Background: an optimization exercise with open tools, aiming at small area. Do not read the settings as production practice.
RTL that was checked went through simulation tests only; none was proved equivalent to the original.
Function not checked in run 4: the RTL went through the layout flow alone.
Power is estimated from default activity; no workload was simulated.

$ cat design/flow/design.v
package cnn_pkg;
    localparam int IMG_DIM     = 6;
    localparam int KER_DIM     = 3;
    localparam int NUM_KERNELS = 2;
    localparam int MAP_DIM     = IMG_DIM - KER_DIM + 1;
    localparam int NUM_FEATURES = NUM_KERNELS * (MAP_DIM / 2) * (MAP_DIM / 2);
    localparam int NUM_CLASSES  = 4;
    localparam int CONV_WEIGHTS  = NUM_KERNELS * KER_DIM * KER_DIM;
    localparam int TOTAL_WEIGHTS = CONV_WEIGHTS + NUM_CLASSES * NUM_FEATURES;
    localparam int WADDR_W       = $clog2(TOTAL_WEIGHTS);
    typedef logic signed [7:0]  pixel_t;
    typedef logic signed [31:0] acc_t;
    typedef struct packed {
        logic               valid;
        logic [WADDR_W-1:0] addr;
    } wt_req_t;
    typedef struct packed {
        logic [$clog2(NUM_KERNELS)-1:0] kernel;
        logic [$clog2(MAP_DIM)-1:0]     row;
        logic [$clog2(MAP_DIM)-1:0]     col;
        acc_t                           sum;
    } map_px_t;
    typedef pixel_t [NUM_FEATURES-1:0] feature_vec_t;
    typedef enum logic [1:0] {
        C_IDLE,
        C_LOAD,
        C_COMPUTE,
        C_EMIT
    } conv_state_t;
    typedef enum logic [1:0] {
        F_IDLE,
        F_COMPUTE,
        F_OUTPUT
    } fc_state_t;
endpackage
`timescale 1ns/1ps
module cnn_top
#(
    parameter int RELU_SHIFT = 4
)
(
    input  logic            clk,
    input  logic            resetn,
    input  logic            weight_tvalid,
    output logic            weight_tready,
    input  cnn_pkg::pixel_t weight_tdata,
    input  logic            image_tvalid,
    output logic            image_tready,
    input  cnn_pkg::pixel_t image_tdata,
    output logic            result_tvalid,
    input  logic            result_tready,
    output cnn_pkg::acc_t   result_tdata,
    output logic            result_tlast
);
    localparam logic [2:0] S_IN  = 3'd0;    
    localparam logic [2:0] S_W   = 3'd1;    
    localparam logic [2:0] S_P   = 3'd2;    
    localparam logic [2:0] S_RW  = 3'd3;    
    localparam logic [2:0] S_RT  = 3'd4;    
    localparam logic [2:0] S_PL  = 3'd5;    
    localparam logic [2:0] S_OUT = 3'd6;    
    logic [399:0]       wring;
    logic [119:0]       pring;
    logic [55:0]        fring;
    logic signed [18:0] acc;
    logic [5:0] c;        
    logic [2:0] pf;       
    logic [3:0] pa;       
    logic [5:0] wt;       
    logic       loaded;
    logic [2:0] st;
    logic       fcm;      
    logic       k;
    logic [2:0] p;        
    logic [1:0] j;
    logic [2:0] R, C;     
    logic [2:0] s;        
    logic [7:0] w49, px14;
    logic [6:0] f7;
    assign w49  = wring[399:392];
    assign px14 = pring[119:112];
    assign f7   = fring[55:49];
    logic wfire;
    assign weight_tready = !loaded && (c == wt);
    assign wfire         = weight_tvalid && weight_tready;
    logic [7:0] w_in;
    always_comb
    begin
        if (wfire)
            w_in = weight_tdata;
        else if (st == S_RT)
            w_in = {w49[6:0], w49[7]};
        else
            w_in = w49;
    end
    logic ifire;
    assign image_tready = loaded && (st == S_IN) && (pa == 4'd0);
    assign ifire        = image_tvalid && image_tready;
    logic [2:0] nR, nC;
    always_comb
    begin
        if (C == 3'd5)
        begin
            nC = 3'd0;
            nR = (R == 3'd5) ? 3'd0 : R + 3'd1;
        end
        else
        begin
            nC = C + 3'd1;
            nR = R;
        end
    end
    logic       tap;
    logic [1:0] kr;
    always_comb
    begin
        tap = 1'b0;
        kr  = 2'd0;
        case (pa)
            4'd0, 4'd1, 4'd2:    begin tap = 1'b1; kr = 2'd0; end
            4'd6, 4'd7, 4'd8:    begin tap = 1'b1; kr = 2'd1; end
            4'd12, 4'd13, 4'd14: begin tap = 1'b1; kr = 2'd2; end
            default:             begin tap = 1'b0; kr = 2'd0; end
        endcase
    end
    logic [3:0] sel;
    logic [10:0] tapbits;
    assign sel = {1'b0, s} + ((kr == 2'd1) ? 4'd3 : (kr == 2'd2) ? 4'd6 : 4'd0);
    genvar g;
    generate
        for (g = 0; g < 11; g++)
        begin : g_tap
            assign tapbits[g] = wring[8*g+7];
        end
    endgenerate
    logic wbit;
    assign wbit = fcm ? wring[7] : tapbits[sel];
    logic mac, first, neg, add;
    assign mac   = (st == S_P) && (fcm || tap);
    assign first = (st == S_P) && (fcm ? (pf == 3'd0) : (pa == 4'd0));
    assign neg   = (p == 3'd0);
    assign add   = mac && wbit;
    logic [7:0]  op;
    logic [18:0] opx, tx, base;
    assign op   = fcm ? {1'b0, f7} : px14;
    assign opx  = {{11{op[7]}}, op};
    assign tx   = add ? (neg ? ~opx : opx) : 19'd0;
    assign base = first ? (neg ? 19'd0 : {acc[17:0], 1'b0}) : acc;
    logic [6:0] q;
    always_comb
    begin
        if (acc[18])
            q = 7'd0;
        else if (|acc[17:RELU_SHIFT+7])
            q = 7'd127;
        else
            q = acc[RELU_SHIFT+6:RELU_SHIFT];
    end
    logic [2:0] f;
    logic       pfirst, pwr;
    assign f      = {k, R[2], C[2]};
    assign pfirst = !R[0] && !C[0];
    assign pwr    = (st == S_PL) && (pf == f) && (pfirst || q > f7);
    logic conv_go, fc_go;
    assign conv_go = (pa == 4'd14) && (k ? (c >= 6'd9 && c <= 6'd13) : (c <= 6'd4));
    assign fc_go   = (pf == 3'd7) && (c == 6'd18 + {1'b0, j, 3'b000});
    always_ff @(posedge clk)
    begin
        wring <= {wring[391:0], w_in};
        pring <= {pring[111:0], ifire ? image_tdata : px14};
        fring <= {fring[48:0], pwr ? q : f7};
        acc   <= base + tx + {18'd0, add && neg};
        if (st == S_W && conv_go)
            s <= k ? 3'(c - 6'd9) : c[2:0];
    end
    always_ff @(posedge clk or negedge resetn)
    begin
        if (!resetn)
        begin
            c      <= 6'd0;
            pf     <= 3'd1;
            pa     <= 4'd0;
            wt     <= 6'd0;
            loaded <= 1'b0;
            st     <= S_IN;
            fcm    <= 1'b0;
            k      <= 1'b0;
            p      <= 3'd0;
            j      <= 2'd0;
            R      <= 3'd5;
            C      <= 3'd5;
        end
        else
        begin
            c  <= (c == 6'd49) ? 6'd0 : c + 6'd1;
            pf <= pf + 3'd1;
            pa <= (ifire || pa == 4'd14) ? 4'd0 : pa + 4'd1;
            if (wfire)
            begin
                wt <= wt + 6'd1;
                if (wt == 6'd49)
                    loaded <= 1'b1;
            end
            case (st)
                S_IN:
                begin
                    if (ifire)
                    begin
                        R <= nR;
                        C <= nC;
                        if ((nR >= 3'd2) && (nC >= 3'd2))
                            st <= S_W;
                    end
                end
                S_W:
                begin
                    if (fcm ? fc_go : conv_go)
                        st <= S_P;
                end
                S_P:
                begin
                    if (fcm ? (pf == 3'd7) : (pa == 4'd14))
                    begin
                        p  <= p + 3'd1;
                        st <= S_RW;
                    end
                end
                S_RW:
                begin
                    if (c == 6'd49)
                        st <= S_RT;
                end
                S_RT:
                begin
                    if (c == 6'd49)
                        st <= (p != 3'd0) ? S_W : (fcm ? S_OUT : S_PL);
                end
                S_PL:
                begin
                    if (pf == f)
                    begin
                        k <= !k;
                        if (!k)
                            st <= S_W;
                        else if (R == 3'd5 && C == 3'd5)
                        begin
                            fcm <= 1'b1;
                            st  <= S_W;
                        end
                        else
                            st <= S_IN;
                    end
                end
                S_OUT:
                begin
                    if (result_tready)
                    begin
                        j <= j + 2'd1;
                        if (j == 2'd3)
                        begin
                            fcm <= 1'b0;
                            st  <= S_IN;
                        end
                        else
                            st <= S_W;
                    end
                end
                default:
                    st <= S_IN;
            endcase
        end
    end
    assign result_tvalid = (st == S_OUT);
    assign result_tdata  = {{13{acc[18]}}, acc};
    assign result_tlast  = (j == 2'd3);
endmodule
$ cat design/flow/constraint.sdc
create_clock -name core_clock -period 11.0 [get_ports {clk}]
set_input_delay 2.2000 -clock core_clock [delete_from_list [all_inputs] [get_ports {clk}]]
set_output_delay 2.2000 -clock core_clock [all_outputs]
set_load 0.01 [all_outputs]
$ cat design/flow/run.sh
#!/bin/bash
# synth_recipe.tcl (not shown) runs the flow's synth.tcl, then flattens the netlist and writes it again
# the make line also repeats each setting of config.mk as NAME=value (left out here)
make -C /OpenROAD-flow-scripts/flow DESIGN_CONFIG=/design/flow/config.mk WORK_HOME=/design/flow/orfs CLKGATE_MAP_FILE= SYNTH_SCRIPT=/design/flow/synth_recipe.tcl finish
$ cat design/flow/config.mk
export PLATFORM = sky130hd
export DESIGN_NAME = cnn_top
export DESIGN_NICKNAME = cnn_top
export VERILOG_FILES = /design/flow/design.v
export SDC_FILE = /design/flow/constraint.sdc
export NUM_CORES = 4
export LEC_CHECK = 0
export CAP_MARGIN = 20
export CORE_MARGIN = 2
export CORE_UTILIZATION = 40
export SLEW_MARGIN = 20
==> results of run 1 <==
[layout make-up]
cell class | count | area [um^2]
sequential | 634 | 12900
timing repair buffer | 60 | 591
clock buffer | 81 | 1700
multi-input combinational | 475 | 3260
fill | 3513 | 21100
clock inverter | 27 | 439
tap | 532 | 666
inverter | 42 | 158
[stage by stage]
step	power (mW)	setup WS, ns	hold WS (ns)
5_1_grt	4.91	5.11	0.314
4_1_cts	4.78	5.53	0.294
3_5_place_dp	2.62	5.55	0.312
2_1_floorplan	2.52	6.07	0.310
6_report	4.72	5.52	0.299
3_3_place_gp	2.61	5.75	0.310
[state kept, by name, indices dropped and copies added (netlist names), 4 cells and up]
name   count
wring    400
pring    120
fring     56
acc       19
c          6
wt         6
pa         4
[where the power goes]
group	total [mW]	internal, mW	switching (mW)
logic	0.206	0.107	0.0991
clock network	2.15	1.32	0.833
registers	2.36	2.33	0.0309
total	4.72	3.75	0.963
[cell usage after synthesis (3+ instances only)]
cell,n
sky130_fd_sc_hd__o21bai_1,3
sky130_fd_sc_hd__o41ai_1,3
sky130_fd_sc_hd__o211ai_1,3
sky130_fd_sc_hd__nand2_1,91
sky130_fd_sc_hd__mux2_2,7
sky130_fd_sc_hd__dfxtp_1,595
sky130_fd_sc_hd__nand3_1,19
sky130_fd_sc_hd__a31o_2,3
sky130_fd_sc_hd__nand4_1,5
sky130_fd_sc_hd__fa_1,3
sky130_fd_sc_hd__o21a_1,4
sky130_fd_sc_hd__mux2i_1,19
sky130_fd_sc_hd__edfxtp_1,3
sky130_fd_sc_hd__nor3b_1,4
sky130_fd_sc_hd__nor3_1,13
sky130_fd_sc_hd__dfstp_2,5
sky130_fd_sc_hd__o21ai_0,36
sky130_fd_sc_hd__o31ai_1,5
sky130_fd_sc_hd__a21o_1,14
sky130_fd_sc_hd__a211oi_1,3
sky130_fd_sc_hd__a31oi_1,5
sky130_fd_sc_hd__buf_2,6
sky130_fd_sc_hd__and3_1,3
sky130_fd_sc_hd__nor2b_1,8
sky130_fd_sc_hd__a21oi_1,36
sky130_fd_sc_hd__clkbuf_1,13
sky130_fd_sc_hd__buf_4,13
sky130_fd_sc_hd__or3_1,3
sky130_fd_sc_hd__a2111oi_0,3
sky130_fd_sc_hd__inv_1,42
sky130_fd_sc_hd__nand2b_1,8
sky130_fd_sc_hd__dfrtp_1,31
sky130_fd_sc_hd__xor2_1,18
sky130_fd_sc_hd__nor2_1,42
sky130_fd_sc_hd__nand3b_1,3
sky130_fd_sc_hd__xnor2_1,33
sky130_fd_sc_hd__ha_1,46
[how the worst max path moves through the flow]
stage	from	to	slack [ns]
final	pa[0]	acc[16]	5.52
after global routing	pa[0]	acc[16]	5.11
after CTS	pa[0]	acc[16]	5.53
after detailed placement	pa[0]	acc[16]	5.55
after global placement	pa[0]	acc[16]	5.75
after floorplan	pa[0]	acc[16]	6.07
[layout by cell type (no fill, tap or decap), drive strengths merged, types with 14 or more instances in the layout]
cell,n
nand3,19
ha,46
o21ai,38
inv,47
xnor2,33
a21o,14
xor2,18
mux2i,19
dfxtp,595
nor2,43
a21oi,36
nor3,14
nand2,92
dfrtp,31
clkdlybuf4s50,56
clkbuf,81
[kinds of logic (layout without fill, tap and decap cells)]
group,count (synthesis),after routing,share of synthesized area (%)
xor gates and xnor gates,51,51,2.70
DFF,634,634,78.1
AOI/OAI and AO/OA,131,131,5.04
muxes,28,28,1.90
adders and majority gates,49,49,3.84
buffers and inverters,79,210,2.29
and+or+nand+nor,216,216,6.17
[metal layers]
| metal | vias up | wire length (um) |
|---|---|---|
| met3 | 49 | 1140 |
| met5 | - | 0 |
| li1 | 4065 | - |
| met2 | 153 | 9360 |
| met4 | 0 | 736 |
| met1 | 3664 | 12600 |
==> summary.txt, run 1 <==
Run status
The flow ran to the end and the layout has no timing, DRC or antenna violations.

Critical path
STA puts the critical path data required time at 11.51 ns. By startpoint and endpoint, the worst setup path is classified as flip-flop to flip-flop. The number of cells on the worst reg-to-reg path is 22. Data on the critical path arrives at its endpoint at 5.99 ns.

The startpoint identified for the worst register-to-register timing path is pa[0]. Of all nets on the critical path, the largest fanout is 7. The cell class contributing the biggest share of worst-path delay is compound AO/OA/AOI/OAI gates. Counting stages on the worst path, the most repeated cell is sky130_fd_sc_hd__fa_1.

The largest individual stage delay along the critical path comes from the cell sky130_fd_sc_hd__fa_1. The logic depth of the worst setup path including buffers is 22. Traced cell by cell, the critical path runs through inv_1, ha_1, a31o_2, ha_1, fa_1, mux4_2, a211o_1, o211ai_1, a21o_1, nand2_1, nand2_1, nor2_1, fa_1, inv_1, fa_1, nor2b_1, o21a_1, o21ai_0, a211o_1, a21oi_1, o41ai_1, xnor2_1.

The end of the worst register-to-register path is acc[16]. The critical path contains buffers and inverters numbering 2 combined. The largest stage delay on the critical path is 0.62 ns. The worst-case register-to-register setup slack is 5.52 ns. The worst setup path is captured at a flip-flop. The sort of element at the start of the critical path is a flip-flop.

Global routing
The via count of the first global-routing pass is 7,855. The first global-routing pass estimated 39.7 mm of wire. Global routing used 2.78% of the available met3 tracks. Global routing used 11.4% of the available tracks across all layers. The most used routing layer in global routing is met1. The initial antenna violation count came to 0. For met1 alone, demand over resource in global routing was 16.6%. Global routing finished with a remaining overflow of 0. Entering global routing, the biggest net connects 38 pins. The global-route met2 utilization is 15.8%.

Floorplan
The die covers 0.0430 mm^2. 57 I/O pins were placed. The effective utilization at floorplan is 40.5%. The vertical die dimension is 207 um. In this run the core area contains 74 standard-cell rows. The die is 207 um wide. The core outline area is 0.0408 mm^2.

Clock network
The clock tree from TritonCTS is yes. The clock passes through at most 3 buffers. The buffer count from post-CTS setup fixing is 0. The number of sinks driven by the clock tree is 634.

The number of hold buffers added after CTS is 0. The number of gates resized after CTS is 0. The deepest level of the CTS H-tree is 2. The cell at the root of the clock tree is sky130_fd_sc_hd__clkbuf_16. The clock insertion delay at the later pin of the skew report is 0.60 ns. Buffers inserted during clock tree synthesis total 58.

Clock-pin slew was measured on the worst setup and hold paths at 0.06 ns.

Logic synthesis
For this run, the number of Yosys warnings is 1. Yosys mapped the design onto 64 distinct sky130hd cell types. The top flip-flop cell by instance count after synthesis is sky130_fd_sc_hd__dfxtp_1. The number of synthesized register bits is 634. After synthesis, the share of flip-flops with an asynchronous set or reset is 5.68%. The cell area after technology mapping is 0.0165 mm^2. Yosys attributes the largest share of cell area to sky130_fd_sc_hd__dfxtp_1 72%, sky130_fd_sc_hd__dfrtp_1 4.7%, sky130_fd_sc_hd__ha_1 3.5%. Of the synthesized area, sequential elements account for 78.1%. The number of nets in the synthesized netlist is 1,258.

The number of synthesized flops with an enable pin is 3. A synthesized cell averages 13.9 um^2. The share of synthesized area in the top cell type comes to 72.0%. The leading area contributor after synthesis is sky130_fd_sc_hd__dfxtp_1. After technology mapping, the gate count stands at 1,188.

Place
At the end of routability-driven placement, the weighted congestion stood at 0.791. The estimated wirelength of the detail-placed design is 14.7 mm. The placed instance area is 0.0176 mm^2. The count of port buffers added during placement is 56.

The number of cells after detailed placement is 1,743.

Finish
The total inserted antenna cells is 0. From synthesis to final layout, the design area changed by 19.2%. The share of final-layout standard cells stronger than drive strength 1 is 10.1%. After routing the design area is 0.0197 mm^2. The number of nets in the layout is 1,341.

Excluding fillers, the count of instances in the completed layout stands at 1,851. The post-route core utilization is 48.3%.

Timing
The number of hold violations in the final report came to 0. The number of max-slew violations in the final report was 0. Setup repair after global routing left no endpoint under its margin. The setup total negative slack is 0 ns. The routed design could run at a clock period as short as 5.48 ns. In this run the tightest slew margin relative to its limit is 38.7%.

The highest achievable clock rate is 182 MHz. Between clock sinks in the finished design, the worst skew comes to 0.0311 ns. The final period utilization is 49.8%. Setup violations remaining at the end of the flow were counted as 0. The slew of the pin with the lowest slew margin is 0.914 ns.

Detailed routing
After the first detailed-routing iteration, the DRC count stood at 275. The length of the first detailed-routing pass in iterations is 4. In the routed design, unresolved DRC markers number 0. The final antenna-violating net count is 0.

The number of vias in the routed layout is 7,931. The routed length per instance is 12.9 um. The routed design has 23.8 mm of wire. In the routed layout, each cell is associated on average with a via count of 4.28.

Hold path
The worst hold path belongs to the class flip-flop to flip-flop. The hold path endpoint is fring[23]. The worst hold path begins at fring[16]. The worst hold path passes through 0 cells.

Power
The peak ir drop on the vdd network is 0.141 mV. In this run the static leakage power is 8.24 nW. Power spread over the standard cell area amounts to 239 mW/mm^2.

Flow run
The number of max-capacitance violations reported is 0.
==> run 2, diff against run 1 <==
--- a/design/flow/config.mk
+++ b/design/flow/config.mk
@@ -7,2 +7,3 @@
 export LEC_CHECK = 0
+export ABC_AREA = 1
 export CAP_MARGIN = 20
@@ -10,2 +11,4 @@
 export CORE_UTILIZATION = 40
+export CTS_BUF_LIST = sky130_fd_sc_hd__clkbuf_4
+export CTS_CLUSTER_SIZE = 30
 export SLEW_MARGIN = 20
==> run 2 against run 1 <==
Effect of this change: highest routed layer unchanged; fmax grew 6.6%; largest cell class unchanged; still clean; cell area up 0.40%; global-route usage increased by 1.5 points; largest power group unchanged; non-clock buffer count decreased by 4.
==> summary.txt, run 2 <==
Finish
The post-route core utilization is 48.2% (was 48.3%). The synthesis-to-layout area growth was 18.3% (was 19.2%). Top library cells by usage in the layout, fill and taps aside: 595 x sky130_fd_sc_hd__dfxtp_1, 229 x sky130_fd_sc_hd__clkbuf_4, 189 x sky130_fd_sc_hd__nand2_1, 88 x sky130_fd_sc_hd__inv_1, 69 x sky130_fd_sc_hd__nand3_1 (was 595 x sky130_fd_sc_hd__dfxtp_1, 91 x sky130_fd_sc_hd__nand2_1, 59 x sky130_fd_sc_hd__clkbuf_16, 56 x sky130_fd_sc_hd__clkdlybuf4s50_1, 46 x sky130_fd_sc_hd__ha_1). The register containing the most flip-flops in the final layout was wring (unchanged). The flip-flop count of the largest register, all copies and words added came to 400 (unchanged). The number of nets in the layout is 1,577 (was 1,341). The most common cell after layout, fill and taps aside is sky130_fd_sc_hd__dfxtp_1 (unchanged). Biggest regs: wring x400, pring x120, fring x56 (unchanged). The number of filler instances in the final layout is 3,772 (was 3,513). The share of final-layout standard cells stronger than drive strength 1 is 18.0% (was 10.1%).

Logic synthesis
The average instance area after synthesis came to 12.6 um^2 (was 13.9 um^2). The most numerous cell in the Yosys netlist was sky130_fd_sc_hd__dfxtp_1 (unchanged). The count of mapped cells out of synthesis was 1,329 (was 1,188). The number of distinct standard cells referenced by the synthesized netlist is 50 (was 64). The top flip-flop cell by instance count after synthesis is sky130_fd_sc_hd__dfxtp_1 (unchanged). The fraction of registers with async set/reset came to 5.68% (unchanged). Top cells by instance count after synthesis: 595 x sky130_fd_sc_hd__dfxtp_1, 189 x sky130_fd_sc_hd__nand2_1, 88 x sky130_fd_sc_hd__inv_1 (was 595 x sky130_fd_sc_hd__dfxtp_1, 91 x sky130_fd_sc_hd__nand2_1, 46 x sky130_fd_sc_hd__ha_1). The area share of the largest cell type after synthesis came to 71.2% (was 72.0%). The post-synthesis sequential area ratio is 77.1% (was 78.1%). The cell area after technology mapping is 0.0167 mm^2 (was 0.0165 mm^2). The number of synthesis warnings is 1 (unchanged). The leading area contributor after synthesis is sky130_fd_sc_hd__dfxtp_1 (unchanged). The number of synthesized flops with an enable pin was 3 (unchanged). The number of synthesized register bits is 634 (unchanged). Cells taking the most area after synthesis: sky130_fd_sc_hd__dfxtp_1 71%, sky130_fd_sc_hd__dfrtp_1 4.6%, sky130_fd_sc_hd__nand2_1 4.2% (was sky130_fd_sc_hd__dfxtp_1 72%, sky130_fd_sc_hd__dfrtp_1 4.7%, sky130_fd_sc_hd__ha_1 3.5%).

The number of nets in the synthesized netlist was 1,399 (was 1,258).

Place
The count of port buffers added during placement is 56 (unchanged). The routability-driven placement congestion ratio is 0.838 (was 0.791). The pre-CTS worst setup slack was 6.42 ns (was 5.55 ns). The estimated wirelength of the detail-placed design is 16.7 mm (was 14.7 mm).

Power
The power density over the cells came to 283 mW/mm^2 (was 239 mW/mm^2). The peak ir drop on the vdd network is 0.203 mV (was 0.141 mV). The post-route total power came to 5.61 mW (was 4.72 mW). The leakage power of the design was 8.69 nW (was 8.24 nW).

Floorplan
The die outline area is 0.0435 mm^2 (was 0.0430 mm^2). The vertical die dimension was 209 um (was 207 um). The number of ports placed on the die boundary was 57 (unchanged). The effective utilization at floorplan is 40.7% (was 40.5%).

The width of the die was 209 um (was 207 um). The cell row count is 74 (unchanged). The core outline area is 0.0411 mm^2 (was 0.0408 mm^2).

Clock network
The clock insertion delay at the later pin of the skew report is 0.85 ns (was 0.60 ns). The buffer count from post-CTS setup fixing is 0 (unchanged). The deepest level of the CTS H-tree is 4 (was 2). The number of clock buffers inserted by TritonCTS came to 151 (was 58). The clock transition at the registers of the reported paths is 0.06 ns (about the same). The number of sinks driven by the clock tree is 634 (unchanged). The cell at the root of the clock tree is sky130_fd_sc_hd__clkbuf_4 (was sky130_fd_sc_hd__clkbuf_16).

The number of gates resized after CTS is 0 (unchanged). The maximum root-to-sink buffer count is 3 (unchanged). The number of hold buffers added after CTS is 0 (unchanged). The clock tree from TritonCTS is yes (unchanged).

Critical path
The worst-path maximum fanout was 12 (was 7). The data arrival time of the critical path is 2.94 ns (was 5.99 ns). The path type of the worst setup path is flip-flop to output pin (was flip-flop to flip-flop). The worst path required time is 8.80 ns (was 11.51 ns). The sort of element at the start of the critical path is a flip-flop (unchanged). The kind of end point of the critical path is an output pin (was flip-flop).

Timing
The final number of setup-violating endpoints is 0 (unchanged). The number of hold violations in the final report is 0 (unchanged). The final worst slack came to 5.86 ns (was 5.52 ns). The highest achievable clock rate is 194 MHz (was 182 MHz).

The slew of the pin with the lowest slew margin came to 0.864 ns (was 0.914 ns). The final critical-path required period is 5.14 ns (was 5.48 ns). The setup total negative slack came to 0 ns (unchanged). The final period utilization is 46.8% (was 49.8%).

The number of max-slew violations in the final report is 0 (unchanged). The normalized max-slew margin is 42.4% (was 38.7%). Setup repair after global routing missed its margin: false (unchanged). The worst hold margin is 0.274 ns (was 0.299 ns).

The final setup skew was 0.0518 ns (was 0.0311 ns).

Flow run
The number of max-capacitance violations reported is 0 (unchanged).

Global routing
The residual overflow from global routing is 0 (unchanged). The aggregate global-route resource usage was 12.9% (was 11.4%). The initial antenna violation count is 1 (was 0). The first-pass GRT wire length came to 44.8 mm (was 39.7 mm). The pin count of the biggest net entering global routing came to 37 (was 38).

The via count of the first global-routing pass is 9,569 (was 7,855).

Detailed routing
The final antenna-violating net count is 0 (unchanged). The routed length per instance came to 12.4 um (was 12.9 um). The number of remaining DRC errors is 0 (unchanged). The post-detailed-routing wire length is 26.7 mm (was 23.8 mm).

The number of vias in the routed layout is 9,209 (was 7,931). The number of violations reported at the end of detailed-routing iteration 0 is 348 (was 275). The length of the first detailed-routing pass in iterations is 4 (unchanged). The routed via count divided by cell count was 4.27 (was 4.28).

Run status
Result of the run: finished clean (unchanged).

Hold path
The worst hold-check path type is flip-flop to flip-flop (unchanged).
## run 2: changes by cell type after synthesis, moves of 9 or more
cell,change
sky130_fd_sc_hd__nor3_1,-9
sky130_fd_sc_hd__mux2i_1,-19
sky130_fd_sc_hd__inv_2,+9
sky130_fd_sc_hd__o21ai_0,+10
sky130_fd_sc_hd__xor2_1,+9
sky130_fd_sc_hd__nor2_1,+16
sky130_fd_sc_hd__or2_2,+9
sky130_fd_sc_hd__a21o_1,-12
sky130_fd_sc_hd__nand2_1,+98
sky130_fd_sc_hd__inv_1,+46
sky130_fd_sc_hd__nand3_1,+50
sky130_fd_sc_hd__xnor2_1,-16
## run 2: cell type report
cell class / instances / area (um^2) / area share (%)
sequential: 634 / 12900 / 65.2
multi-input combinational: 565 / 3260 / 16.5
clock buffer: 229 / 1720 / 8.68
tap: 532 / 666 / 3.36
timing repair buffer: 56 / 556 / 2.81
inverter: 99 / 385 / 1.95
clock inverter: 42 / 299 / 1.51
antenna: 1 / 2.50 / 0.0126
## run 2: cells by family after synthesis
| group | after synthesis | share of synthesized area (%) |
|---|---|---|
| muxes | 1 | 0.0673 |
| xor gates and xnor gates | 44 | 2.30 |
| AOI/OAI and AO/OA | 111 | 3.76 |
| DFF | 634 | 77.1 |
| and+or+nand+nor | 360 | 9.57 |
| adders and majority gates | 49 | 3.80 |
| buffers and inverters | 130 | 3.39 |
## run 2: worst paths after layout
path | start | end | slack, ns | cells after the start
worst max-delay path | c[0] | weight_tready | 5.86 | 5
worst max register to register | pa[0] | acc[16] | 6.36 | 30
worst min-delay path | pring[9] | pring[17] | 0.27 | 0
min in group asynchronous | resetn | C[1] | 1.48 | 1
worst min register to register | pring[9] | pring[17] | 0.27 | 0
max in group asynchronous | resetn | R[1] | 8.96 | 1
## run 2: layer usage
| layer | global-route usage [%] | routed length (um) | share of wire, % |
|---|---|---|---|
| met1 | 16.9 | 13300 | 50 |
| met2 | 18.3 | 11200 | 42 |
| met3 | 5.12 | 1640 | 6.1 |
| met4 | 6.70 | 550 | 2.1 |
| met5 | 0 | 0 | 0 |
## run 2: power breakdown
part           leakage, nW  total (mW)  switching, mW  internal [mW]
clock                 1.19        1.90          0.887           1.01
sequential            5.29        2.86          0.160           2.70
combinational         2.20       0.846          0.504          0.342
## run 2: critical path, cell delays in order, from the launching register on
cell                              delay (ns)
sky130_fd_sc_hd__dfrtp_1                0.46
sky130_fd_sc_hd__inv_1                  0.15
sky130_fd_sc_hd__nand2_1                0.08
sky130_fd_sc_hd__o211ai_1               0.09
sky130_fd_sc_hd__nor3_2                 0.65
sky130_fd_sc_hd__clkdlybuf4s50_1        0.68
## run 2: stage by stage
stage               std cells  area [um^2]
floorplan                1329        16700
global placement         1886        17800
detailed placement       1886        17800
CTS                      2157        19800
global route             2158        19800
finish                   2158        19800
==> run 3, diff against run 2 <==
--- a/design/flow/config.mk
+++ b/design/flow/config.mk
@@ -10,5 +10,5 @@
 export CORE_MARGIN = 2
-export CORE_UTILIZATION = 40
-export CTS_BUF_LIST = sky130_fd_sc_hd__clkbuf_4
-export CTS_CLUSTER_SIZE = 30
+export CORE_UTILIZATION = 65
+export CTS_BUF_LIST = sky130_fd_sc_hd__clkbuf_8
+export CTS_CLUSTER_SIZE = 20
 export SLEW_MARGIN = 20
==> run 3 against run 2 <==
Effect of this change: worst hold slack improved by 0.032 ns; register-to-register slack improved by 0.07 ns; sequential share of layout area increased by 1.4 points; clock-buffer cell count fell by 123; setup slack gained 0.27 ns; clock power is 3% lower; cell count is 15% lower; total power decreased by 0.96%; largest power group unchanged.
==> summary.txt, run 3 <==
Critical path
The worst path required time is 8.80 ns (about the same). The path type of the worst setup path is flip-flop to output pin (unchanged). The cell at the slowest stage of the critical path was sky130_fd_sc_hd__clkdlybuf4s50_1 (unchanged). The sort of element at the start of the critical path is a flip-flop (unchanged). The worst-path maximum fanout is 12 (unchanged). The data arrival time of the critical path came to 2.68 ns (was 2.94 ns). The start point of the critical path was c[0] (unchanged). The kind of end point of the critical path is an output pin (unchanged). The capturing instance or port of the critical path is weight_tready (unchanged).

The largest stage delay on the critical path came to 0.67 ns (was 0.68 ns). The end of the worst register-to-register path is acc[10] (was acc[16]). The beginning of the worst register-to-register path is pa[0] (unchanged). The number of cells traversed by the worst register-to-register path is 28 (was 30).

The worst-case register-to-register setup slack is 6.43 ns (was 6.36 ns). Chain of cells forming the critical path: inv_1, nand2_1, o211ai_1, nor3_2, clkdlybuf4s50_1 (unchanged).

Finish
The synthesis-to-layout area growth is 15.8% (was 18.3%). Top library cells by usage in the layout, fill and taps aside: 595 x sky130_fd_sc_hd__dfxtp_1, 189 x sky130_fd_sc_hd__nand2_1, 120 x sky130_fd_sc_hd__inv_1, 106 x sky130_fd_sc_hd__clkbuf_8, 69 x sky130_fd_sc_hd__nand3_1 (was 595 x sky130_fd_sc_hd__dfxtp_1, 229 x sky130_fd_sc_hd__clkbuf_4, 189 x sky130_fd_sc_hd__nand2_1, 88 x sky130_fd_sc_hd__inv_1, 69 x sky130_fd_sc_hd__nand3_1). The most common cell after layout, fill and taps aside is sky130_fd_sc_hd__dfxtp_1 (unchanged).

The share of final-layout standard cells stronger than drive strength 1 came to 10.9% (was 18.0%). The number of nets in the layout is 1,515 (was 1,577). Biggest regs: wring x400, pring x120, fring x56 (unchanged).

The total inserted antenna cells was 0 (was 1). The flip-flop count of the largest register, all copies and words added is 400 (unchanged). The register containing the most flip-flops in the final layout is wring (unchanged).

Global routing
The pin count of the biggest net entering global routing is 37 (unchanged). The first-pass GRT wire length is 43.9 mm (was 44.8 mm). The initial antenna violation count is 1 (unchanged). The residual overflow from global routing is 0 (unchanged). The aggregate global-route resource usage is 20.8% (was 12.9%). The via count of the first global-routing pass is 8,767 (was 9,569).

Logic synthesis
The number of synthesis warnings was 1 (unchanged). Top cells by instance count after synthesis: 595 x sky130_fd_sc_hd__dfxtp_1, 189 x sky130_fd_sc_hd__nand2_1, 88 x sky130_fd_sc_hd__inv_1 (unchanged). The number of synthesized register bits was 634 (unchanged).

The leading area contributor after synthesis is sky130_fd_sc_hd__dfxtp_1 (unchanged). The number of synthesized flops with an enable pin came to 3 (unchanged). The average instance area after synthesis is 12.6 um^2 (unchanged). The number of distinct standard cells referenced by the synthesized netlist is 50 (unchanged). The count of mapped cells out of synthesis is 1,329 (unchanged). The number of nets in the synthesized netlist is 1,399 (unchanged). The post-synthesis sequential area ratio was 77.1% (unchanged).

The fraction of registers with async set/reset was 5.68% (unchanged). The most numerous cell in the Yosys netlist is sky130_fd_sc_hd__dfxtp_1 (unchanged). The top flip-flop cell by instance count after synthesis was sky130_fd_sc_hd__dfxtp_1 (unchanged). Cells taking the most area after synthesis: sky130_fd_sc_hd__dfxtp_1 71%, sky130_fd_sc_hd__dfrtp_1 4.6%, sky130_fd_sc_hd__nand2_1 4.2% (unchanged). The cell area after technology mapping is 0.0167 mm^2 (unchanged).

The area share of the largest cell type after synthesis came to 71.2% (unchanged).

Clock network
The number of gates resized after CTS came to 0 (unchanged). The clock transition at the registers of the reported paths is 0.06 ns (about the same). The number of clock buffers inserted by TritonCTS was 88 (was 151). The deepest level of the CTS H-tree is 3 (was 4). The buffer count from post-CTS setup fixing is 0 (unchanged).

The cell at the root of the clock tree is sky130_fd_sc_hd__clkbuf_8 (was sky130_fd_sc_hd__clkbuf_4). The number of sinks driven by the clock tree was 634 (unchanged). The clock insertion delay at the later pin of the skew report was 0.61 ns (was 0.85 ns). The clock tree from TritonCTS is yes (unchanged).

The number of hold buffers added after CTS is 0 (unchanged). The maximum root-to-sink buffer count came to 3 (unchanged).

Hold path
The worst hold-check path type is flip-flop to flip-flop (unchanged).

Floorplan
The core outline area was 0.0253 mm^2 (was 0.0411 mm^2). The die outline area was 0.0271 mm^2 (was 0.0435 mm^2). The vertical die dimension is 164 um (was 209 um). The cell row count came to 58 (was 74). The width of the die is 164 um (was 209 um).

The effective utilization at floorplan is 66.3% (was 40.7%). The number of ports placed on the die boundary is 57 (unchanged).

Power
The peak ir drop on the vdd network is 0.239 mV (was 0.203 mV). The power density over the cells was 287 mW/mm^2 (was 283 mW/mm^2). The post-route total power came to 5.56 mW (was 5.61 mW).

The leakage power of the design is 8.56 nW (was 8.69 nW).

Timing
The normalized max-slew margin is 44.6% (was 42.4%). The number of hold violations in the final report is 0 (unchanged). The setup total negative slack is 0 ns (unchanged). The final setup skew came to 0.0281 ns (was 0.0518 ns). The final period utilization came to 44.3% (was 46.8%). The number of max-slew violations in the final report came to 0 (unchanged). Setup repair after global routing missed its margin: false (unchanged). The highest achievable clock rate came to 205 MHz (was 194 MHz).

The slew of the pin with the lowest slew margin is 0.824 ns (was 0.864 ns). The final number of setup-violating endpoints is 0 (unchanged). The final critical-path required period is 4.88 ns (was 5.14 ns).

The worst hold margin is 0.307 ns (was 0.274 ns).

Place
The count of port buffers added during placement is 56 (unchanged). The routability-driven placement congestion ratio is 0.868 (was 0.838). The estimated wirelength of the detail-placed design is 15.9 mm (was 16.7 mm).

Detailed routing
The number of vias in the routed layout came to 8,752 (was 9,209). The number of violations reported at the end of detailed-routing iteration 0 is 434 (was 348). The routed length per instance was 14.7 um (was 12.4 um). The final antenna-violating net count came to 0 (unchanged). The number of remaining DRC errors is 0 (unchanged). The post-detailed-routing wire length is 27.0 mm (was 26.7 mm). The length of the first detailed-routing pass in iterations came to 5 (was 4).

The routed via count divided by cell count is 4.76 (was 4.27).

Flow run
The number of max-capacitance violations reported is 0 (unchanged).

Run status
Result of the run: finished clean (unchanged).
[run 3: area by class of cell]
class | instances | area (um^2)
clock inverters | 47 | 385
clock buffers | 106 | 1460
repair buffers | 57 | 568
well taps | 330 | 413
multi-input cells | 565 | 3260
fillers | 1624 | 5870
flip-flops and latches | 634 | 12900
inverters | 99 | 385
[run 3: routing by layer]
metal  vias to the layer above  routed length (um)  global-route usage (%)
li1                       4467                   -                       -
met1                      4080               13400                    29.5
met2                       158               11900                    31.1
met3                        47                1070                    4.82
met4                         0                 591                    8.66
met5                         -                   0                       0
[run 3: power by group]
group	switching, mW	internal [mW]
clock network	0.834	1.00
registers	0.173	2.71
logic	0.502	0.342
[run 3: logic make-up after synthesis]
logic type | after synthesis | synth area share, %
adders and majority gates | 49 | 3.80
xor gates and xnor gates | 44 | 2.30
and+or+nand+nor | 360 | 9.57
AOI/OAI and AO/OA | 111 | 3.76
DFF | 634 | 77.1
buffers and inverters | 130 | 3.39
muxes | 1 | 0.0673
[run 3: metrics by stage]
stage	worst slack (ns)	utilization (%)	cells	instance area [um^2]
finish	6.12	76.7	1838	19400
global route	5.91	76.7	1838	19400
CTS	6.06	76.7	1838	19400
detailed placement	6.45	69.4	1685	17500
global placement	6.62	69.4	1685	17500
floorplan	6.98	-	1329	16700
[run 3: how the worst min path moves through the flow]
stage,startpoint,to,slack [ns],cells past startpoint
6_report,wring[103],wring[111],0.31,0
5_1_grt,wring[72],wring[80],0.31,0
4_1_cts,wring[103],wring[111],0.30,0
3_5_place_dp,wring[303],wring[311],0.31,0
3_3_place_gp,fring[10],fring[17],0.31,0
2_1_floorplan,fring[3],fring[10],0.31,0
[run 3: worst max-delay path: cells and delay by family, from the launching register on]
family / cells / cell delay [ns]
buf+inv: 2 / 0.81
simple gates: 2 / 0.71
compound gates: 1 / 0.10
flops: 1 / 0.46
==> run 4, diff against run 3 <==
--- a/design/flow/design.v
+++ b/design/flow/design.v
@@ -77,2 +77,3 @@
     logic [2:0] s;        
+    assign wt = {k, j, p};
     logic [7:0] w49, px14;
@@ -164,4 +165,4 @@
     logic conv_go, fc_go;
-    assign conv_go = (pa == 4'd14) && (k ? (c >= 6'd9 && c <= 6'd13) : (c <= 6'd4));
-    assign fc_go   = (pf == 3'd7) && (c == 6'd18 + {1'b0, j, 3'b000});
+    assign conv_go = (pa == 4'd14) && (k ? (c >= 6'd23 && c <= 6'd27) : (c >= 6'd14 && c <= 6'd18));
+    assign fc_go   = (pf == 3'd7) && (c == {1'b1, j, 3'b000});
     always_ff @(posedge clk)
@@ -173,3 +174,3 @@
         if (st == S_W && conv_go)
-            s <= k ? 3'(c - 6'd9) : c[2:0];
+            s <= c[2:0] + (k ? 3'd1 : 3'd2);
     end
@@ -179,6 +180,5 @@
         begin
-            c      <= 6'd0;
+            c      <= 6'd14;
             pf     <= 3'd1;
             pa     <= 4'd0;
-            wt     <= 6'd0;
             loaded <= 1'b0;
@@ -187,4 +187,4 @@
             k      <= 1'b0;
-            p      <= 3'd0;
-            j      <= 2'd0;
+            j      <= 2'd1;
+            p      <= 3'd6;
             R      <= 3'd5;
@@ -194,3 +194,3 @@
         begin
-            c  <= (c == 6'd49) ? 6'd0 : c + 6'd1;
+            c  <= (&c) ? 6'd14 : c + 6'd1;
             pf <= pf + 3'd1;
@@ -199,4 +199,4 @@
             begin
-                wt <= wt + 6'd1;
-                if (wt == 6'd49)
+                {k, j, p} <= wt + 6'd1;
+                if (&wt)
                     loaded <= 1'b1;
@@ -229,3 +229,3 @@
                 begin
-                    if (c == 6'd49)
+                    if (&c)
                         st <= S_RT;
@@ -234,3 +234,3 @@
                 begin
-                    if (c == 6'd49)
+                    if (&c)
                         st <= (p != 3'd0) ? S_W : (fcm ? S_OUT : S_PL);
--- a/design/flow/config.mk
+++ b/design/flow/config.mk
@@ -7,3 +7,2 @@
 export LEC_CHECK = 0
-export ABC_AREA = 1
 export CAP_MARGIN = 20
@@ -11,4 +10,5 @@
 export CORE_UTILIZATION = 65
-export CTS_BUF_LIST = sky130_fd_sc_hd__clkbuf_8
-export CTS_CLUSTER_SIZE = 20
+export CTS_BUF_LIST = sky130_fd_sc_hd__clkbuf_8 sky130_fd_sc_hd__clkbuf_16
+export CTS_CLUSTER_DIAMETER = 100
+export CTS_CLUSTER_SIZE = 30
 export SLEW_MARGIN = 20
==> run 4 against run 3 <==
Effect of this change: via count down 15%; clock power down 44%; global-route usage down 2.7 points; first-iteration DRC count up 22%; routed wire length down 14%; clock skew down 0.012 ns; critical path depth up 17; synthesized area down 2.9%; cell area down 8.8%; die area down 2.8%; highest routed layer unchanged.
==> summary.txt, run 4 <==
Place
The number of cells after detailed placement is 1,496 (was 1,685). The estimated wirelength of the detail-placed design is 14.4 mm (was 15.9 mm). The routability-driven placement congestion ratio is 0.850 (was 0.868).

The count of port buffers added during placement is 56 (unchanged).

Clock network
The number of hold buffers added after CTS is 0 (unchanged). The clock transition at the registers of the reported paths is 0.11 ns (was 0.06 ns). The buffer count from post-CTS setup fixing was 0 (unchanged).

The maximum root-to-sink buffer count was 3 (unchanged). The number of clock buffers inserted by TritonCTS is 24 (was 88). The number of sinks driven by the clock tree is 628 (was 634).

The clock tree from TritonCTS is yes (unchanged). The number of gates resized after CTS was 0 (unchanged). The clock insertion delay at the later pin of the skew report came to 0.56 ns (was 0.61 ns).

The deepest level of the CTS H-tree is 1 (was 3). The cell at the root of the clock tree is sky130_fd_sc_hd__clkbuf_16 (was sky130_fd_sc_hd__clkbuf_8).

Detailed routing
The number of vias in the routed layout is 7,463 (was 8,752). The post-detailed-routing wire length is 23.1 mm (was 27.0 mm). The final antenna-violating net count is 0 (unchanged).

The number of remaining DRC errors was 0 (unchanged). The routed via count divided by cell count came to 4.88 (was 4.76). The length of the first detailed-routing pass in iterations is 4 (was 5). The number of violations reported at the end of detailed-routing iteration 0 is 530 (was 434). The routed length per instance is 15.1 um (was 14.7 um).

Floorplan
The width of the die was 162 um (was 164 um). The number of ports placed on the die boundary came to 57 (unchanged). The vertical die dimension is 162 um (was 164 um). The cell row count is 57 (was 58). The effective utilization at floorplan is 66.5% (was 66.3%).

The die outline area is 0.0263 mm^2 (was 0.0271 mm^2). The core outline area was 0.0245 mm^2 (was 0.0253 mm^2).

Timing
The number of max-slew violations in the final report is 0 (unchanged). The number of hold violations in the final report was 0 (unchanged). The setup total negative slack is 0 ns (unchanged). The normalized max-slew margin is 44.9% (was 44.6%). The final setup skew is 0.0157 ns (was 0.0281 ns). Setup repair after global routing missed its margin: false (unchanged).

The highest achievable clock rate is 183 MHz (was 205 MHz). The slew of the pin with the lowest slew margin is 0.826 ns (was 0.824 ns). The final period utilization was 49.7% (was 44.3%). The final critical-path required period is 5.47 ns (was 4.88 ns). The final number of setup-violating endpoints is 0 (unchanged).

Logic synthesis
The leading area contributor after synthesis is sky130_fd_sc_hd__dfxtp_1 (unchanged). The number of synthesis warnings is 1 (unchanged). The number of synthesized flops with an enable pin came to 3 (unchanged).

The fraction of registers with async set/reset is 4.78% (was 5.68%). Top cells by instance count after synthesis: 595 x sky130_fd_sc_hd__dfxtp_1, 95 x sky130_fd_sc_hd__nand2_1, 43 x sky130_fd_sc_hd__ha_1, 43 x sky130_fd_sc_hd__o21ai_0, 42 x sky130_fd_sc_hd__inv_1 (was 595 x sky130_fd_sc_hd__dfxtp_1, 189 x sky130_fd_sc_hd__nand2_1, 88 x sky130_fd_sc_hd__inv_1). The most numerous cell in the Yosys netlist is sky130_fd_sc_hd__dfxtp_1 (unchanged).

The post-synthesis sequential area ratio was 78.5% (was 77.1%). The number of synthesized register bits is 628 (was 634). The area share of the largest cell type after synthesis was 73.3% (was 71.2%). The cell area after technology mapping is 0.0163 mm^2 (was 0.0167 mm^2). The average instance area after synthesis is 14.1 um^2 (was 12.6 um^2).

The number of distinct standard cells referenced by the synthesized netlist is 67 (was 50). The count of mapped cells out of synthesis is 1,151 (was 1,329). The top flip-flop cell by instance count after synthesis is sky130_fd_sc_hd__dfxtp_1 (unchanged).

Cells taking the most area after synthesis: sky130_fd_sc_hd__dfxtp_1 73%, sky130_fd_sc_hd__ha_1 3.3%, sky130_fd_sc_hd__dfrtp_1 2.9% (was sky130_fd_sc_hd__dfxtp_1 71%, sky130_fd_sc_hd__dfrtp_1 4.6%, sky130_fd_sc_hd__nand2_1 4.2%). The number of nets in the synthesized netlist is 1,219 (was 1,399).

Critical path
The capturing instance or port of the critical path is acc[18] (was weight_tready). The number of cells traversed by the worst register-to-register path was 22 (was 28). The logic depth of the worst setup path including buffers is 22 (was 5).

The cell class contributing the biggest share of worst-path delay is compound AO/OA/AOI/OAI gates (was buffers and inverters). Chain of cells forming the critical path: inv_1, ha_1, a31o_2, ha_1, fa_1, mux4_2, a211o_1, o211ai_1, a21o_1, nand2_1, nand2_1, nor2_1, fa_1, inv_1, fa_1, nor2b_1, o31a_1, o31ai_1, o21ai_0, o21ai_0, o21ai_0, xnor2_1 (was inv_1, nand2_1, o211ai_1, nor3_2, clkdlybuf4s50_1). The cell at the slowest stage of the critical path is sky130_fd_sc_hd__fa_1 (was sky130_fd_sc_hd__clkdlybuf4s50_1). The path type of the worst setup path is flip-flop to flip-flop (was flip-flop to output pin). The start point of the critical path is pa[0] (was c[0]).

The worst path required time is 11.44 ns (was 8.80 ns). The end of the worst register-to-register path is acc[18] (was acc[10]). The data arrival time of the critical path is 5.91 ns (was 2.68 ns). The largest stage delay on the critical path is 0.62 ns (was 0.67 ns). The beginning of the worst register-to-register path is pa[0] (unchanged). The sort of element at the start of the critical path was a flip-flop (unchanged). The worst-path maximum fanout is 7 (was 12).

The worst-case register-to-register setup slack is 5.53 ns (was 6.43 ns). The kind of end point of the critical path is a flip-flop (was output pin). The total buffers and inverters traversed by the critical path is 2 (unchanged).

Finish
The final cell count without fillers was 1,528 (was 1,838). The number of filler instances in the final layout is 1,625 (was 1,624). Top library cells by usage in the layout, fill and taps aside: 595 x sky130_fd_sc_hd__dfxtp_1, 94 x sky130_fd_sc_hd__nand2_1, 56 x sky130_fd_sc_hd__clkdlybuf4s50_1, 48 x sky130_fd_sc_hd__inv_1 (was 595 x sky130_fd_sc_hd__dfxtp_1, 189 x sky130_fd_sc_hd__nand2_1, 120 x sky130_fd_sc_hd__inv_1, 106 x sky130_fd_sc_hd__clkbuf_8, 69 x sky130_fd_sc_hd__nand3_1).

The flip-flop count of the largest register, all copies and words added is 400 (unchanged). The synthesis-to-layout area growth is 8.66% (was 15.8%). The register containing the most flip-flops in the final layout is wring (unchanged).

The share of final-layout standard cells stronger than drive strength 1 came to 5.32% (was 10.9%). The total inserted antenna cells was 0 (unchanged). Biggest regs: wring x400, pring x120, fring x56 (unchanged). The most common cell after layout, fill and taps aside is sky130_fd_sc_hd__dfxtp_1 (unchanged). The number of nets in the layout is 1,266 (was 1,515).

Global routing
The residual overflow from global routing is 0 (unchanged). The via count of the first global-routing pass is 7,431 (was 8,767). The first-pass GRT wire length is 38.0 mm (was 43.9 mm). The pin count of the biggest net entering global routing was 38 (was 37). The initial antenna violation count is 1 (unchanged). The aggregate global-route resource usage was 18.2% (was 20.8%).

Power
The part of the total power dissipated in sequential elements is 68.6% (was 51.8%). The part of the total power dissipated in the clock network is 31.1% (was 33.0%). The fraction of power spent switching nets came to 18.6% (was 27.2%). The post-route total power came to 3.32 mW (was 5.56 mW). The peak ir drop on the vdd network is 0.171 mV (was 0.239 mV). The net load switching power is 617 uW (was 1.51 mW). The combinational cell fraction of total power came to 0.3% (was 15.2%). The internal power of the cells is 2.70 mW (was 4.05 mW).

The leakage power of the design is 7.24 nW (was 8.56 nW). The power density over the cells is 188 mW/mm^2 (was 287 mW/mm^2).

Hold path
The worst hold-check path type was flip-flop to flip-flop (unchanged). The worst hold path stage count is 0 (unchanged).

Flow run
The number of max-capacitance violations reported is 0 (unchanged).

Run status
Result of the run: finished clean (unchanged).
run 4: changes by cell type in the layout (fill, tap and decap cells not counted), moves of 9 or more:
cell and delta:
sky130_fd_sc_hd__a21o_1 +10, sky130_fd_sc_hd__clkbuf_16 +25, sky130_fd_sc_hd__clkbuf_8 -105, sky130_fd_sc_hd__dfrtp_1 -12, sky130_fd_sc_hd__inv_1 -72, sky130_fd_sc_hd__inv_2 -9, sky130_fd_sc_hd__mux2i_1 +20, sky130_fd_sc_hd__nand2_1 -95
sky130_fd_sc_hd__nand3_1 -55, sky130_fd_sc_hd__nor2_1 -34, sky130_fd_sc_hd__o31ai_1 +9, sky130_fd_sc_hd__or2_2 -10, sky130_fd_sc_hd__xnor2_1 +12, sky130_fd_sc_hd__xor2_1 -13
run 4: how the worst min path moves through the flow:
stage	start	end	slack (ns)
2_1_floorplan	fring[3]	fring[10]	0.31
3_3_place_gp	fring[5]	fring[12]	0.31
3_5_place_dp	wring[171]	wring[179]	0.31
4_1_cts	wring[253]	wring[261]	0.32
5_1_grt	wring[253]	wring[261]	0.33
6_report	wring[253]	wring[261]	0.32
run 4: worst reg2reg max path, cell delays in order, from the launching register on:
cell and delay [ns]:
sky130_fd_sc_hd__dfrtp_1 0.41, sky130_fd_sc_hd__inv_1 0.09, sky130_fd_sc_hd__ha_1 0.25, sky130_fd_sc_hd__a31o_2 0.27, sky130_fd_sc_hd__ha_1 0.33, sky130_fd_sc_hd__fa_1 0.62, sky130_fd_sc_hd__mux4_2 0.32, sky130_fd_sc_hd__a211o_1 0.27
sky130_fd_sc_hd__o211ai_1 0.09, sky130_fd_sc_hd__a21o_1 0.17, sky130_fd_sc_hd__nand2_1 0.07, sky130_fd_sc_hd__nand2_1 0.19, sky130_fd_sc_hd__nor2_1 0.10, sky130_fd_sc_hd__fa_1 0.44, sky130_fd_sc_hd__inv_1 0.08, sky130_fd_sc_hd__fa_1 0.20
sky130_fd_sc_hd__nor2b_1 0.06, sky130_fd_sc_hd__o31a_1 0.27, sky130_fd_sc_hd__o31ai_1 0.38, sky130_fd_sc_hd__o21ai_0 0.24, sky130_fd_sc_hd__o21ai_0 0.17, sky130_fd_sc_hd__o21ai_0 0.17, sky130_fd_sc_hd__xnor2_1 0.15
run 4: layout make-up:
class	count	area [um^2]	area share [%]
clock inverters	6	22.5	0.127
clock buffers	26	639	3.62
well taps	324	405	2.29
repair buffers	58	576	3.26
flip-flops and latches	628	12800	72.3
inverters	42	158	0.892
multi-input cells	444	3100	17.6
run 4: power groups by stage:
| stage | combinational (mW) | sequential [mW] | clock (mW) |
|---|---|---|---|
| 6_report | 0.0101 | 2.28 | 1.03 |
| 3_3_place_gp | 0.0102 | 2.33 | 0 |
| 4_1_cts | 0.0103 | 2.28 | 1.06 |
| 5_1_grt | 0.0110 | 2.28 | 1.14 |
| 3_5_place_dp | 0.0102 | 2.33 | 0 |
| 2_1_floorplan | 0.000241 | 2.33 | 0 |
run 4: metal layers:
metal | global-route usage, % | part of all wire (%) | vias to the layer above
met4 | 4.38 | 2.2 | 0
met3 | 2.78 | 3.8 | 40
met2 | 27.9 | 43 | 119
li1 | - | - | 3822
met5 | 0 | 0 | -
met1 | 27.4 | 51 | 3482
run 4: kinds of logic (layout without fill, tap and decap cells):
| family | count (synthesis) | in the layout | share of synthesized area [%] |
|---|---|---|---|
| xor+xnor | 43 | 43 | 2.32 |
| buf+inv | 79 | 132 | 2.45 |
| compound gates | 138 | 138 | 5.46 |
| fa+ha+maj | 47 | 47 | 3.80 |
| mux | 29 | 29 | 1.99 |
| simple gates | 187 | 187 | 5.47 |
| flops | 628 | 628 | 78.5 |
run 4: per-stage QoR:
stage | setup WS, ns | utilization (%) | hold WS [ns] | area (um^2)
floorplan | 6.12 | - | 0.310 | 16300
global placement | 5.71 | 69.5 | 0.310 | 17000
detailed placement | 5.58 | 69.5 | 0.312 | 17000
CTS | 5.53 | 72.2 | 0.323 | 17700
global route | 5.14 | 72.2 | 0.329 | 17700
finish | 5.53 | 72.2 | 0.325 | 17700
==> run 5, diff against run 4 <==
--- a/design/flow/design.v
+++ b/design/flow/design.v
@@ -167,2 +167,13 @@
     assign fc_go   = (pf == 3'd7) && (c == {1'b1, j, 3'b000});
+    logic [18:0] acc_sum;
+    logic [19:0] acc_cy;
+    always_comb
+    begin
+        acc_cy[0] = add && neg;
+        for (int i = 0; i < 19; i++)
+        begin
+            acc_sum[i]  = base[i] ^ tx[i] ^ acc_cy[i];
+            acc_cy[i+1] = (base[i] & tx[i]) | (acc_cy[i] & (base[i] ^ tx[i]));
+        end
+    end
     always_ff @(posedge clk)
@@ -172,3 +183,3 @@
         fring <= {fring[48:0], pwr ? q : f7};
-        acc   <= base + tx + {18'd0, add && neg};
+        acc   <= acc_sum;
         if (st == S_W && conv_go)
==> run 5 against run 4 <==
Effect of this change: die area down 2.2%; routed wire length down 8.6%; sequential power about the same; register-to-register slack worse by 5.0 ns; cell count down 6.3%; via count down 9.0%; clock skew up 0.0019 ns; worst hold slack worse by 0.0062 ns; largest cell class unchanged; largest power group unchanged.
==> summary.txt, run 5 <==
Logic synthesis
Cells taking the most area after synthesis: sky130_fd_sc_hd__dfxtp_1 75%, sky130_fd_sc_hd__dfrtp_1 3.0%, sky130_fd_sc_hd__fa_1 2.5% (was sky130_fd_sc_hd__dfxtp_1 73%, sky130_fd_sc_hd__ha_1 3.3%, sky130_fd_sc_hd__dfrtp_1 2.9%). The number of distinct standard cells referenced by the synthesized netlist is 67 (unchanged). The number of nets in the synthesized netlist is 1,121 (was 1,219). The count of mapped cells out of synthesis is 1,054 (was 1,151). The top flip-flop cell by instance count after synthesis is sky130_fd_sc_hd__dfxtp_1 (unchanged).

The fraction of registers with async set/reset came to 4.78% (unchanged). The post-synthesis sequential area ratio is 80.3% (was 78.5%). Top cells by instance count after synthesis: 595 x sky130_fd_sc_hd__dfxtp_1, 54 x sky130_fd_sc_hd__inv_1, 36 x sky130_fd_sc_hd__a21oi_1 (was 595 x sky130_fd_sc_hd__dfxtp_1, 95 x sky130_fd_sc_hd__nand2_1, 43 x sky130_fd_sc_hd__ha_1, 43 x sky130_fd_sc_hd__o21ai_0, 42 x sky130_fd_sc_hd__inv_1). The average instance area after synthesis was 15.1 um^2 (was 14.1 um^2). The leading area contributor after synthesis is sky130_fd_sc_hd__dfxtp_1 (unchanged). The number of synthesis warnings is 1 (unchanged). The number of synthesized register bits is 628 (unchanged). The most numerous cell in the Yosys netlist is sky130_fd_sc_hd__dfxtp_1 (unchanged). The number of synthesized flops with an enable pin came to 3 (unchanged).

The cell area after technology mapping is 0.0159 mm^2 (was 0.0163 mm^2). The area share of the largest cell type after synthesis is 74.9% (was 73.3%).

Finish
The synthesis-to-layout area growth came to 9.05% (was 8.66%). The flip-flop count of the largest register, all copies and words added is 400 (unchanged). The number of nets in the layout was 1,170 (was 1,266). The combined area of the multi-input logic cells was 0.00272 mm^2 (was 0.00310 mm^2). Biggest regs: wring x400, pring x120, fring x56 (unchanged). The total inserted antenna cells is 0 (unchanged).

The share of final-layout standard cells stronger than drive strength 1 is 6.77% (was 5.32%). Top library cells by usage in the layout, fill and taps aside: 595 x sky130_fd_sc_hd__dfxtp_1, 59 x sky130_fd_sc_hd__inv_1, 56 x sky130_fd_sc_hd__clkdlybuf4s50_1, 36 x sky130_fd_sc_hd__a21oi_1, 30 x sky130_fd_sc_hd__nor2_1 (was 595 x sky130_fd_sc_hd__dfxtp_1, 94 x sky130_fd_sc_hd__nand2_1, 56 x sky130_fd_sc_hd__clkdlybuf4s50_1, 48 x sky130_fd_sc_hd__inv_1). The most common cell after layout, fill and taps aside is sky130_fd_sc_hd__dfxtp_1 (unchanged).

The number of filler instances in the final layout is 1,541 (was 1,625). The sequential standard cell area is 0.0128 mm^2 (about the same). The register containing the most flip-flops in the final layout is wring (unchanged).

Timing
The final critical-path required period is 10.49 ns (was 5.47 ns). The number of max-slew violations in the final report was 0 (unchanged). The final number of setup-violating endpoints is 0 (unchanged). The normalized max-slew margin is 27.7% (was 44.9%). The setup total negative slack was 0 ns (unchanged).

The final setup skew is 0.0176 ns (was 0.0157 ns). Setup repair after global routing missed its margin: false (unchanged). The highest achievable clock rate is 95.3 MHz (was 183 MHz).

The final period utilization is 95.4% (was 49.7%). The number of hold violations in the final report is 0 (unchanged). The slew of the pin with the lowest slew margin is 1.08 ns (was 0.826 ns).

Global routing
The pin count of the biggest net entering global routing came to 32 (was 38). The via count of the first global-routing pass is 6,680 (was 7,431). The initial antenna violation count was 0 (was 1). The aggregate global-route resource usage is 16.8% (was 18.2%). The first-pass GRT wire length is 34.5 mm (was 38.0 mm). The residual overflow from global routing came to 0 (unchanged).

Power
The leakage power of the design came to 7.13 nW (was 7.24 nW). The internal power of the cells is 2.70 mW (about the same). The fraction of power spent switching nets is 18.9% (was 18.6%).

The power density over the cells is 192 mW/mm^2 (was 188 mW/mm^2). The part of the total power dissipated in the clock network is 30.6% (was 31.1%). The part of the total power dissipated in sequential elements was 68.6% (about the same). The post-route total power came to 3.33 mW (was 3.32 mW). The combinational cell fraction of total power is 0.8% (was 0.3%). The net load switching power was 631 uW (was 617 uW). The peak ir drop on the vdd network is 0.206 mV (was 0.171 mV).

Clock network
The clock tree from TritonCTS is yes (unchanged). The number of clock buffers inserted by TritonCTS is 24 (unchanged). The clock insertion delay at the later pin of the skew report is 0.55 ns (was 0.56 ns). The maximum root-to-sink buffer count came to 3 (unchanged).

The number of hold buffers added after CTS was 0 (unchanged). The clock transition at the registers of the reported paths is 0.12 ns (was 0.11 ns). The number of sinks driven by the clock tree was 628 (unchanged). The buffer count from post-CTS setup fixing is 0 (unchanged).

The deepest level of the CTS H-tree is 1 (unchanged). The cell at the root of the clock tree was sky130_fd_sc_hd__clkbuf_16 (unchanged). The number of gates resized after CTS is 0 (unchanged).

Place
The routability-driven placement congestion ratio is 0.834 (was 0.850). The estimated wirelength of the detail-placed design is 12.9 mm (was 14.4 mm). The count of port buffers added during placement is 56 (unchanged).

Critical path
Counting stages on the worst path, the most repeated cell is sky130_fd_sc_hd__fa_1. The worst path required time was 11.50 ns (was 11.44 ns). The path type of the worst setup path is flip-flop to flip-flop (unchanged).

The data arrival time of the critical path is 10.99 ns (was 5.91 ns). The sort of element at the start of the critical path is a flip-flop (unchanged). The cell at the slowest stage of the critical path is sky130_fd_sc_hd__fa_1 (unchanged). The kind of end point of the critical path is a flip-flop (unchanged).

The largest stage delay on the critical path is 0.49 ns (was 0.62 ns). The worst-path maximum fanout is 8 (was 7).

Detailed routing
The number of violations reported at the end of detailed-routing iteration 0 is 415 (was 530). The number of remaining DRC errors is 0 (unchanged). The length of the first detailed-routing pass in iterations is 5 (was 4). The final antenna-violating net count is 0 (unchanged). The number of vias in the routed layout was 6,794 (was 7,463). The routed length per instance is 14.7 um (was 15.1 um). The post-detailed-routing wire length came to 21.1 mm (was 23.1 mm). The routed via count divided by cell count was 4.74 (was 4.88).

Flow run
The number of max-capacitance violations reported came to 0 (unchanged).

Hold path
The worst hold-check path type is flip-flop to flip-flop (unchanged).

Floorplan
The number of ports placed on the die boundary was 57 (unchanged). The cell row count is 57 (unchanged). The die outline area is 0.0257 mm^2 (was 0.0263 mm^2). The width of the die is 160 um (was 162 um).

The effective utilization at floorplan is 65.7% (was 66.5%). The vertical die dimension is 160 um (was 162 um). The core outline area is 0.0242 mm^2 (was 0.0245 mm^2).

Run status
Result of the run: finished clean (unchanged).
[run 5: cell count changes after synthesis, sizes merged, moves of 12 or more]
| cell | previous run | this run |
|---|---|---|
| and3 | 5 | 17 |
| fa | 4 | 20 |
| ha | 43 | 26 |
| inv | 42 | 55 |
| nand2 | 95 | 29 |
| o21ai | 46 | 14 |
[run 5: per-stage QoR]
stage	instances	setup slack, ns	hold WS, ns	util [%]	area, um^2
final	1432	0.506	0.318	71.7	17300
after global routing	1432	0.0117	0.335	71.7	17300
after CTS	1432	0.415	0.323	71.7	17300
after detailed placement	1401	0.453	0.312	69.0	16700
after global placement	1401	0.672	0.310	69.0	16700
after floorplan	1054	1.01	0.310	-	15900
[run 5: logic make-up after synthesis]
| group | count (synthesis) | share of synthesized area (%) |
|---|---|---|
| DFF | 628 | 80.3 |
| and+or+nand+nor | 134 | 4.57 |
| buffers and inverters | 91 | 2.64 |
| AOI/OAI and AO/OA | 88 | 3.56 |
| adders and majority gates | 46 | 4.57 |
| muxes | 36 | 2.63 |
| xor gates and xnor gates | 31 | 1.71 |
[run 5: power by group through the flow]
stage / clock, mW / sequential, mW / combinational [mW]
6_report: 1.02 / 2.29 / 0.0263
5_1_grt: 1.13 / 2.29 / 0.0290
4_1_cts: 1.05 / 2.29 / 0.0266
3_5_place_dp: 0 / 2.34 / 0.0265
3_3_place_gp: 0 / 2.34 / 0.0266
2_1_floorplan: 0 / 2.34 / 0.0128
[run 5: critical path, delay by kind of cell, from the launching register on]
family / cells / cell delay [ns]
XOR/XNOR: 2 / 0.33
multiplexers: 1 / 0.29
buffers and inverters: 4 / 0.26
adder cells (fa/ha/maj): 23 / 8.16
flip-flops: 1 / 0.43
AND/OR/NAND/NOR: 4 / 0.65
AO/OA/AOI/OAI: 2 / 0.34
[run 5: path summary, 6_finish.rpt]
path                       slack, ns      start  cells after the start   endpoint
setup / recovery                0.51      pa[0]                     36    acc[18]
hold / removal                  0.32  fring[46]                      0  fring[53]
setup reg to reg                0.51      pa[0]                     36    acc[18]
hold reg to reg                 0.32  fring[46]                      0  fring[53]
max in group asynchronous       8.63     resetn                      2       c[3]
min in group asynchronous       2.04     resetn                      2      pf[2]
[run 5: layout make-up]
class,count,area share [%]
well taps,324,2.34
flip-flops and latches,628,73.7
inverters,55,1.19
clock inverters,6,0.202
multi-input cells,335,15.7
repair buffers,59,3.36
clock buffers,25,3.54
[run 5: layer usage]
metal	vias up	routed length, um	GRT usage (%)
li1	3443	-	-
met1	3230	11000	25.7
met2	88	8940	25.2
met3	33	686	2.71
met4	0	468	4.34
met5	-	0	0

-- re-timing with driven ports --
Ports are ideal in the flow. The routed layouts listed here were re-timed in OpenROAD.
Step 1 assumes that a clkbuf_16 drives the clock port and a buf_2 every other input.
Step 2 adds t to the input delays and takes it off the output delays; t is the mean of the earliest and latest rising clock arrival at the registers after step 1. Input paths then give back, and output paths get back, about the clock's delay inside the block.
Slacks: ideal ports / drivers / drivers and shift; pairs: ideal ports / drivers.
run | shift t [ns] | setup WS [ns] | latest minus earliest clock arrival (ns) | slew at the worst register clock pin (ns)
run 1 | 0.635 | 5.519 / 5.519 / 5.519 | 0.032 / 0.032 | 0.07 / 0.07
run 2 | 0.871 | 5.857 / 5.811 / 6.361 | 0.063 / 0.063 | 0.07 / 0.07
run 3 | 0.646 | 6.123 / 6.079 / 6.428 | 0.035 / 0.034 | 0.08 / 0.08
run 4 | 0.595 | 5.530 / 5.530 / 5.530 | 0.019 / 0.019 | 0.11 / 0.11
run 5 | 0.589 | 0.506 / 0.506 / 0.506 | 0.022 / 0.021 | 0.12 / 0.12
After both steps every run listed still meets setup and hold.
